Background: an optimization exercise with open tools, aiming at small area. Do not read the settings as production practice.
At most, simulation tests tie the RTL to the original design; equivalence was not proved.
Power is estimated from default activity; no workload was simulated.

// ofm_maxpool_rx
module ofm_maxpool_rx #(
    parameter int unsigned DW = ofm_maxpool_rx_pkg::OFM_DW,
    parameter int unsigned N  = ofm_maxpool_rx_pkg::OFM_N
) (
    input  logic          clk,
    input  logic          rst,
    input  logic          in_valid,
    input  logic [DW-1:0] In_OFM,
    output logic          busy,
    output logic          overrun,
    output logic          out_valid,
    output logic [DW-1:0] Out_Pool
);
Size in the first run: about 620 flip-flops, roughly 21000 µm² of cells after synthesis.
==> flow/config.mk <==
export PLATFORM = sky130hd
export DESIGN_NAME = ofm_maxpool_rx
export DESIGN_NICKNAME = ofm_maxpool_rx
export VERILOG_FILES = /design/flow/design.v
export SDC_FILE = /design/flow/constraint.sdc
export NUM_CORES = 4
export LEC_CHECK = 0
export ABC_AREA = 1
export CAP_MARGIN = 20
export CORE_MARGIN = 2
export CORE_UTILIZATION = 60
export GPL_ROUTABILITY_DRIVEN = 0
export GPL_TIMING_DRIVEN = 0
export SLEW_MARGIN = 20
==> flow/constraint.sdc <==
create_clock -name core_clock -period 10.0 [get_ports {clk}]
set_input_delay 2.0000 -clock core_clock [delete_from_list [all_inputs] [get_ports {clk}]]
set_output_delay 2.0000 -clock core_clock [all_outputs]
set_load 0.01 [all_outputs]
standard.sh (not shown) runs the stock make flow with config.mk's settings and CLKGATE_MAP_FILE= SYNTH_SCRIPT=/design/flow/synth_recipe.tcl, a recipe that flattens the netlist after the stock synthesis.
==> flow/flow/run.sh <==
#!/bin/bash
# Own layout flow: the standard ORFS flow (standard.sh) with three changes.
#  - Synthesis is the standard flow's own script (synth_recipe.tcl), but the final ABC
#    technology mapping runs an area-oriented script (flow/area.abc) in
#    place of the one ORFS passes (flow/synth.tcl). Registers are untouched:
#    ABC maps only the combinational logic.
#  - Port buffers are the smallest buffer cell (buf_1).
#  - Clock tree: small clusters of clkbuf_4 leaf buffers, no dummy loads.
# make's output, with yosys's and openroad's, goes to standard.log here;
# ORFS also keeps each step's full log under orfs/logs/.
set -euo pipefail
W=$(pwd)
export FLOW_ABC_SCRIPT="$W/flow/area.abc"
export FLOW_SYNTH_TCL="$W/synth_recipe.tcl"
CTS_ARGS="-sink_clustering_enable -repair_clock_nets -sink_clustering_size 11 -sink_clustering_max_diameter 45 -buf_list sky130_fd_sc_hd__clkbuf_4 -dont_use_dummy_load"
bash standard.sh "SYNTH_SCRIPT=$W/flow/synth.tcl" "CTS_ARGS=$CTS_ARGS" \
    "BUFFER_PORTS_ARGS=-buffer_cell sky130_fd_sc_hd__buf_1" finish > standard.log 2>&1
==> flow/flow/area.abc <==
&get -n
&st
&syn2
&dch -f
&nf -R 1000
&put
topo
==> flow/flow/synth.tcl <==
# synth_recipe.tcl with one change: the abc call that maps the logic to
# cells runs flow/area.abc instead of the script ORFS passes with -script.
proc abc {args} {
  set i [lsearch -exact $args -script]
  if { $i >= 0 } { lset args [expr { $i + 1 }] $::env(FLOW_ABC_SCRIPT) }
  puts "abc wrapper: [join $args { }]"
  yosys abc {*}$args
}
source $::env(FLOW_SYNTH_TCL)
Then changed:
Settings changed: CORE_UTILIZATION 60 to 70, GPL_ROUTABILITY_DRIVEN 0 to unset, GPL_TIMING_DRIVEN 0 to unset.
Result:
- The new run passed the timing, design-rule and antenna checks
- worst setup slack is better by 430 ps
- power came out lower by 1.0%
- die area is lower by 14%
- sequential power hardly moves
- hold slack loses 16 ps
- wire length is about the same
- critical path depth drops by 3


## gamma
ofm_maxpool_rx, a different RTL version from the one above (not shown whole).
Size in the first run: ~1400 cells after synthesis, about 620 flip-flops, ~22000 um2 of cells after synthesis.
export LEC_CHECK = 0
export ABC_AREA = 1
export CAP_MARGIN = 20
export CORE_MARGIN = 2
export CORE_UTILIZATION = 75
export CTS_BUF_LIST = sky130_fd_sc_hd__clkbuf_8
export CTS_CLUSTER_DIAMETER = 80
export CTS_CLUSTER_SIZE = 16
export SLEW_MARGIN = 20
create_clock -name core_clock -period 10.0 [get_ports {clk}]
==> flow/flow/run.sh <==
#!/bin/bash
# Own layout flow: the standard ORFS flow (standard.sh) with two changes.
#  - Synthesis is the standard flow's own script (synth_recipe.tcl), but the final ABC
#    technology mapping uses an area-oriented script (flow/area.abc) in
#    place of ORFS's abc_area.script. Registers are untouched (ABC maps
#    only the combinational logic).
#  - Port buffers are the smallest buffer cell (buf_1).
# Each tool's full output is in standard.log (make, yosys, openroad).
set -euo pipefail
W=$(pwd)
export FLOW_ABC_SCRIPT="$W/flow/area.abc"
export FLOW_SYNTH_TCL="$W/synth_recipe.tcl"
CTS_ARGS="-sink_clustering_enable -repair_clock_nets -sink_clustering_size 18 -sink_clustering_max_diameter 80 -buf_list sky130_fd_sc_hd__clkbuf_8 -dont_use_dummy_load"
bash standard.sh "SYNTH_SCRIPT=$W/flow/synth.tcl" "CTS_ARGS=$CTS_ARGS" \
    "BUFFER_PORTS_ARGS=-buffer_cell sky130_fd_sc_hd__buf_1" finish > standard.log 2>&1
==> flow/flow/area.abc <==
strash
dch -f
map -D 5000
topo
stime -c
buffer -c
upsize -c -D 5000
dnsize -c -D 5000
Scripts as last shown in full above: flow/flow/synth.tcl
Inputs modified between gamma and beta:
-- flow/config.mk --
<<< gamma, line 9
export CAP_MARGIN = 20
export CORE_MARGIN = 2
export CORE_UTILIZATION = 75
export CTS_BUF_LIST = sky130_fd_sc_hd__clkbuf_8
export CTS_CLUSTER_DIAMETER = 80
>>> beta, line 9
export CAP_MARGIN = 20
export CORE_MARGIN = 2
export CORE_UTILIZATION = 60
export CTS_BUF_LIST = sky130_fd_sc_hd__clkbuf_8
export CTS_CLUSTER_DIAMETER = 80
## What came out
gamma ended up with met2 as its busiest metal layer after global routing; beta ended up with met1. | final clock period utilization by the worst path | higher: gamma |. Taking gamma as 1.0, beta lands at 1.2 on well-tap cell count. Power consumption across gamma and beta: no real change. Going from gamma to beta, worst setup slack now sits higher; number of standard-cell rows in the floorplan now sits higher. beta vs gamma: routed wire length down by a little under 10%.


RTL: one of the versions met above, not the one the previous note started from.
Size in the first run: roughly 1200 cells after synthesis, ~620 flip-flops, ~78 I/O pins.
==> flow/design.v (excerpt) <==
module ofm_maxpool_rx #(
    parameter int unsigned DW = ofm_maxpool_rx_pkg::OFM_DW,
    parameter int unsigned N  = ofm_maxpool_rx_pkg::OFM_N
) (
    input  logic          clk,
    input  logic          rst,
    input  logic          in_valid,
    input  logic [DW-1:0] In_OFM,
    output logic          busy,
    output logic          overrun,
    output logic          out_valid,
    output logic [DW-1:0] Out_Pool
);
==> flow/config.mk <==
export PLATFORM = sky130hd
export DESIGN_NAME = ofm_maxpool_rx
export DESIGN_NICKNAME = ofm_maxpool_rx
export VERILOG_FILES = /design/flow/design.v
export SDC_FILE = /design/flow/constraint.sdc
export NUM_CORES = 4
export LEC_CHECK = 0
export ABC_AREA = 1
export CAP_MARGIN = 20
export CORE_MARGIN = 2
export CORE_UTILIZATION = 60
export SLEW_MARGIN = 20
==> flow/constraint.sdc <==
create_clock -name core_clock -period 10.0 [get_ports {clk}]
set_input_delay 2.0000 -clock core_clock [delete_from_list [all_inputs] [get_ports {clk}]]
set_output_delay 2.0000 -clock core_clock [all_outputs]
set_load 0.01 [all_outputs]
==> flow/flow/run.sh <==
#!/bin/bash
# Own layout flow: the standard ORFS flow (standard.sh) with three changes.
#  - Synthesis is the standard flow's own script (synth_recipe.tcl), but the final ABC
#    technology mapping runs an area-oriented script (flow/area.abc) in
#    place of the one ORFS passes (flow/synth.tcl). Registers are untouched:
#    ABC maps only the combinational logic.
#  - Port buffers are the smallest buffer cell (buf_1).
#  - Clock tree: small clusters of clkbuf_4 leaf buffers, no dummy loads.
# make's output, with yosys's and openroad's, goes to standard.log here;
# ORFS also keeps each step's full log under orfs/logs/.
set -euo pipefail
W=$(pwd)
export FLOW_ABC_SCRIPT="$W/flow/area.abc"
export FLOW_SYNTH_TCL="$W/synth_recipe.tcl"
CTS_ARGS="-sink_clustering_enable -repair_clock_nets -sink_clustering_size 11 -sink_clustering_max_diameter 45 -buf_list sky130_fd_sc_hd__clkbuf_4 -dont_use_dummy_load"
bash standard.sh "SYNTH_SCRIPT=$W/flow/synth.tcl" "CTS_ARGS=$CTS_ARGS" \
    "BUFFER_PORTS_ARGS=-buffer_cell sky130_fd_sc_hd__buf_1" finish > standard.log 2>&1
==> flow/flow/area.abc <==
&get -n
&st
&syn2
&dch -f
&nf -R 1000
&put
topo
Scripts as last shown in full above: flow/flow/synth.tcl
Then changed:
--- a/flow/flow/run.sh
+++ b/flow/flow/run.sh
@@ -15 +15 @@
-CTS_ARGS="-sink_clustering_enable -repair_clock_nets -sink_clustering_size 11 -sink_clustering_max_diameter 45 -buf_list sky130_fd_sc_hd__clkbuf_4 -dont_use_dummy_load"
+CTS_ARGS="-sink_clustering_enable -repair_clock_nets -sink_clustering_size 11 -sink_clustering_max_diameter 45 -buf_list {sky130_fd_sc_hd__clkbuf_2 sky130_fd_sc_hd__clkbuf_4 sky130_fd_sc_hd__clkbuf_8} -dont_use_dummy_load"
- worst setup slack is worse by 0.15 ns
- cell area is higher by 1.9%
- core utilization grows by 1.2 points
- global-route usage is about the same
- non-clock buffer count stays the same
Then changed:
--- a/flow/flow/run.sh
+++ b/flow/flow/run.sh
@@ -15 +15 @@
-CTS_ARGS="-sink_clustering_enable -repair_clock_nets -sink_clustering_size 11 -sink_clustering_max_diameter 45 -buf_list {sky130_fd_sc_hd__clkbuf_2 sky130_fd_sc_hd__clkbuf_4 sky130_fd_sc_hd__clkbuf_8} -dont_use_dummy_load"
+CTS_ARGS="-sink_clustering_enable -repair_clock_nets -sink_clustering_size 12 -sink_clustering_max_diameter 30 -buf_list sky130_fd_sc_hd__clkbuf_4 -dont_use_dummy_load"
What happened: The new run completed without violations; design area goes down by 0.58%; flip-flop and latch count is unchanged; core utilization came out lower by 0.38 points; total power is lower by 2.8%; global-route usage went up by 0.13 points; clock power falls by about 10%; sequential share of layout area rose by 0.46 points; area after synthesis is unchanged.
Then changed:
--- a/flow/flow/run.sh
+++ b/flow/flow/run.sh
@@ -15 +15 @@
-CTS_ARGS="-sink_clustering_enable -repair_clock_nets -sink_clustering_size 12 -sink_clustering_max_diameter 30 -buf_list sky130_fd_sc_hd__clkbuf_4 -dont_use_dummy_load"
+CTS_ARGS="-sink_clustering_enable -repair_clock_nets -sink_clustering_size 14 -sink_clustering_max_diameter 30 -buf_list sky130_fd_sc_hd__clkbuf_4 -dont_use_dummy_load"
- sequential cell count is unchanged
- via count does not change
- die area stays the same
- clock power is about the same
- setup slack stays the same
- area after synthesis is unchanged
- wire length does not change
- design area does not change
- clock skew is unchanged
- register-to-register slack stays flat
- sequential power hardly moves


The RTL this note starts from:
==> flow/design.v <==
package ofm_maxpool_rx_pkg;
    localparam int unsigned OFM_DW   = 36;
    localparam int unsigned OFM_N    = 5;
    localparam int unsigned NSQ      = OFM_N * OFM_N;
    localparam int unsigned PN       = OFM_N - 1;
    localparam int unsigned PNSQ     = PN * PN;
    localparam int unsigned WR_CNT_W = $clog2(NSQ);
    typedef enum logic [1:0] {
        S_IDLE    = 2'd0,
        S_CAPTURE = 2'd1,
        S_POOL    = 2'd2
    } state_t;
endpackage
module ofm_maxpool_rx_max4 #(
    parameter int unsigned DW = 36
) (
    input  logic [DW-1:0] i_a,
    input  logic [DW-1:0] i_b,
    input  logic [DW-1:0] i_c,
    input  logic [DW-1:0] i_d,
    output logic [DW-1:0] o_max
);
    logic [DW-1:0] w_ab;
    logic [DW-1:0] w_cd;
    always_comb begin
        w_ab  = (i_a >= i_b) ? i_a : i_b;
        w_cd  = (i_c >= i_d) ? i_c : i_d;
        o_max = (w_ab >= w_cd) ? w_ab : w_cd;
    end
endmodule
module ofm_maxpool_rx #(
    parameter int unsigned DW = ofm_maxpool_rx_pkg::OFM_DW,
    parameter int unsigned N  = ofm_maxpool_rx_pkg::OFM_N
) (
    input  logic          clk,
    input  logic          rst,
    input  logic          in_valid,
    input  logic [DW-1:0] In_OFM,
    output logic          busy,
    output logic          overrun,
    output logic          out_valid,
    output logic [DW-1:0] Out_Pool
);
    localparam int unsigned PN    = N - 1;
    localparam int unsigned NS    = PN * PN;
    localparam int unsigned IDX_W = $clog2(N);
    logic               r_pool;
    logic [IDX_W-1:0]   r_row, r_col;
    logic               r_busy, r_overrun, r_out_valid;
    logic [DW-1:0]      r_out_pool;
    logic [DW-1:0]      q [NS+1];
    logic w_pool_last, w_col0, w_col_end, w_row_end;
    logic w_shift, w_rot;
    logic w_s_gt_q0, w_h_gt_qp;
    logic [DW-1:0] w_h;
    function automatic logic f_gt(input logic [DW-1:0] a, input logic [DW-1:0] b);
        logic g;
        g = 1'b0;
        for (int i = 0; i < DW; i++)
            g = (a[i] & ~b[i]) | (a[i] & g) | (~b[i] & g);
        f_gt = g;
    endfunction
    assign w_col0      = (r_col == '0);
    assign w_col_end   = (r_col == IDX_W'(PN));
    assign w_row_end   = (r_row == IDX_W'(PN));
    assign w_pool_last = r_pool && (r_row == '0) && w_col0;
    assign w_shift = r_pool || (in_valid && !w_col0 && !w_row_end);
    assign w_rot   = in_valid && !w_col0 && w_row_end;
    assign w_s_gt_q0 = f_gt(In_OFM, q[0]);
    assign w_h       = w_s_gt_q0 ? In_OFM : q[0];
    assign w_h_gt_qp = f_gt(w_h, q[PN]);
    always_ff @(posedge clk) begin
        if (in_valid)
            q[0] <= In_OFM;
        if (w_shift || w_rot)
            q[1] <= (w_rot && !w_h_gt_qp) ? q[PN] : w_h;
        for (int i = 2; i <= PN; i++)
            if (w_shift || w_rot)
                q[i] <= q[i-1];
        if (w_shift)
            q[PN+1] <= (!r_pool && w_h_gt_qp) ? w_h : q[PN];
        for (int i = PN + 2; i <= NS; i++)
            if (w_shift)
                q[i] <= q[i-1];
    end
    always_ff @(posedge clk) begin
        if (rst) begin
            r_pool      <= 1'b0;
            r_row       <= '0;
            r_col       <= '0;
            r_busy      <= 1'b0;
            r_overrun   <= 1'b0;
            r_out_valid <= 1'b0;
            r_out_pool  <= '0;
        end else begin
            if (r_pool) begin
                if (w_pool_last) begin
                    r_pool <= 1'b0;
                    if (in_valid) r_col <= IDX_W'(1);
                end else if (r_col == IDX_W'(PN - 1)) begin
                    r_col <= '0;
                    r_row <= (r_row == IDX_W'(PN - 1)) ? '0 : r_row + 1'b1;
                end else begin
                    r_col <= r_col + 1'b1;
                end
            end else if (in_valid) begin
                if (w_col_end) begin
                    r_col <= '0;
                    if (w_row_end) begin
                        r_row  <= '0;
                        r_col  <= IDX_W'(1);
                        r_pool <= 1'b1;
                    end else begin
                        r_row <= r_row + 1'b1;
                    end
                end else begin
                    r_col <= r_col + 1'b1;
                end
            end
            r_busy      <= r_pool && !w_pool_last;
            r_overrun   <= r_pool && !w_pool_last && in_valid;
            r_out_valid <= r_pool;
            r_out_pool  <= r_pool ? q[NS] : '0;
        end
    end
    assign busy      = r_busy;
    assign overrun   = r_overrun;
    assign out_valid = r_out_valid;
    assign Out_Pool  = r_out_pool;
endmodule
Settings: LEC_CHECK=0, CAP_MARGIN=20, CORE_MARGIN=2, CORE_UTILIZATION=60, CTS_BUF_LIST=sky130_fd_sc_hd__clkbuf_8, CTS_CLUSTER_DIAMETER=50, CTS_CLUSTER_SIZE=20, SLEW_MARGIN=20; clock period 10.0 ns.
run.sh (not shown) runs the stock make flow with config.mk's settings and CLKGATE_MAP_FILE= SYNTH_SCRIPT=/design/flow/synth_recipe.tcl, a recipe that flattens the netlist after the stock synthesis.
Stock flow here: none of the scripts above is used.
Edit:
--- a/flow/config.mk
+++ b/flow/config.mk
@@ -10,4 +10 @@
-export CORE_UTILIZATION = 60
-export CTS_BUF_LIST = sky130_fd_sc_hd__clkbuf_8
-export CTS_CLUSTER_DIAMETER = 50
-export CTS_CLUSTER_SIZE = 20
+export CORE_UTILIZATION = 40
The changed run passed the timing, design-rule and antenna checks.
Critical path depth grows by 1.
Area after synthesis stays the same.
Wire length grows by 8.2%.
Via count grows by 3.7%.
Cell area grows by 5.7%.
Sequential cell count does not change.
Setup slack is worse by 0.65 ns.
Die area grows by 49%.
Total power grows by 20%.
Synthesized cell count is unchanged.
Sequential share of layout area shrinks by 4.1 points.
Edit:
--- a/flow/config.mk
+++ b/flow/config.mk
@@ -7,0 +8 @@
+export ABC_AREA = 1
@@ -10 +11,4 @@
-export CORE_UTILIZATION = 40
+export CORE_UTILIZATION = 60
+export CTS_BUF_LIST = sky130_fd_sc_hd__clkbuf_8
+export CTS_CLUSTER_DIAMETER = 80
+export CTS_CLUSTER_SIZE = 20
The changed run passed the timing, design-rule and antenna checks. Power shrinks by 22%. Setup slack improves by 0.78 ns. Worst hold slack improves by 0.0063 ns. Critical path depth grows by 62. Sequential share of layout area grows by 6.1 points. Routed wire length shrinks by 14%.
Edit:
--- a/flow/config.mk
+++ b/flow/config.mk
@@ -13 +13 @@
-export CTS_CLUSTER_DIAMETER = 80
+export CTS_CLUSTER_DIAMETER = 50
=> The new run ran to the end with no violations; synthesized cell count is unchanged; worst hold slack barely changes; synthesized area is unchanged; global-route usage rises by 0.42 points; non-clock buffer count does not change; design area rises by 2.3%; total power rises by 11%; utilization rises by 1.5 points; die area stays the same.
Function was not checked in any run of this note: the RTL went through the layout flow alone.

## what the ideal ports hide
The results above use ideal ports. As a check the final layouts listed here were re-extracted and re-timed, cells and wires unchanged.
Step 1 assumes that a clkbuf_16 drives the clock port and a buf_2 every other input.
Step 2, shift: input delay + t, output delay - t, t = (earliest + latest rising clock arrival at the registers) / 2. This alone moves slack from input paths to output paths.
Three values: ideal, step 1, step 2; two values: the first two.
run	shift t [ns]	setup slack, ns	clock arrival spread, ns	worst slew at a driven data input, ns
the first run of note 1	0.758	2.495 / 2.524 / 1.765	0.057 / 0.057	0.06
the second run of note 1	0.697	2.920 / 2.945 / 2.249	0.057 / 0.057	0.05
gamma	0.601	2.097 / 2.120 / 1.519	0.055 / 0.055	0.06
beta	0.651	2.408 / 2.439 / 1.788	0.035 / 0.035	0.05
the first run of note 3	0.750	2.989 / 3.016 / 2.267	0.041 / 0.041	0.05
the second run of note 3	0.620	2.843 / 2.869 / 2.249	0.038 / 0.038	0.05
the third run of note 3	0.766	3.011 / 3.038 / 2.272	0.090 / 0.090	0.05
the fourth run of note 3	0.766	3.011 / 3.038 / 2.272	0.090 / 0.090	0.05
the first run of note 4	0.689	2.534 / 2.536 / 1.847	0.046 / 0.046	0.06
the second run of note 4	0.637	1.882 / 1.921 / 1.284	0.018 / 0.018	0.06
the third run of note 4	0.653	2.660 / 2.641 / 1.989	0.035 / 0.035	0.07
the fourth run of note 4	0.688	2.653 / 2.622 / 1.934	0.035 / 0.036	0.07
After both steps every run listed still meets setup and hold.
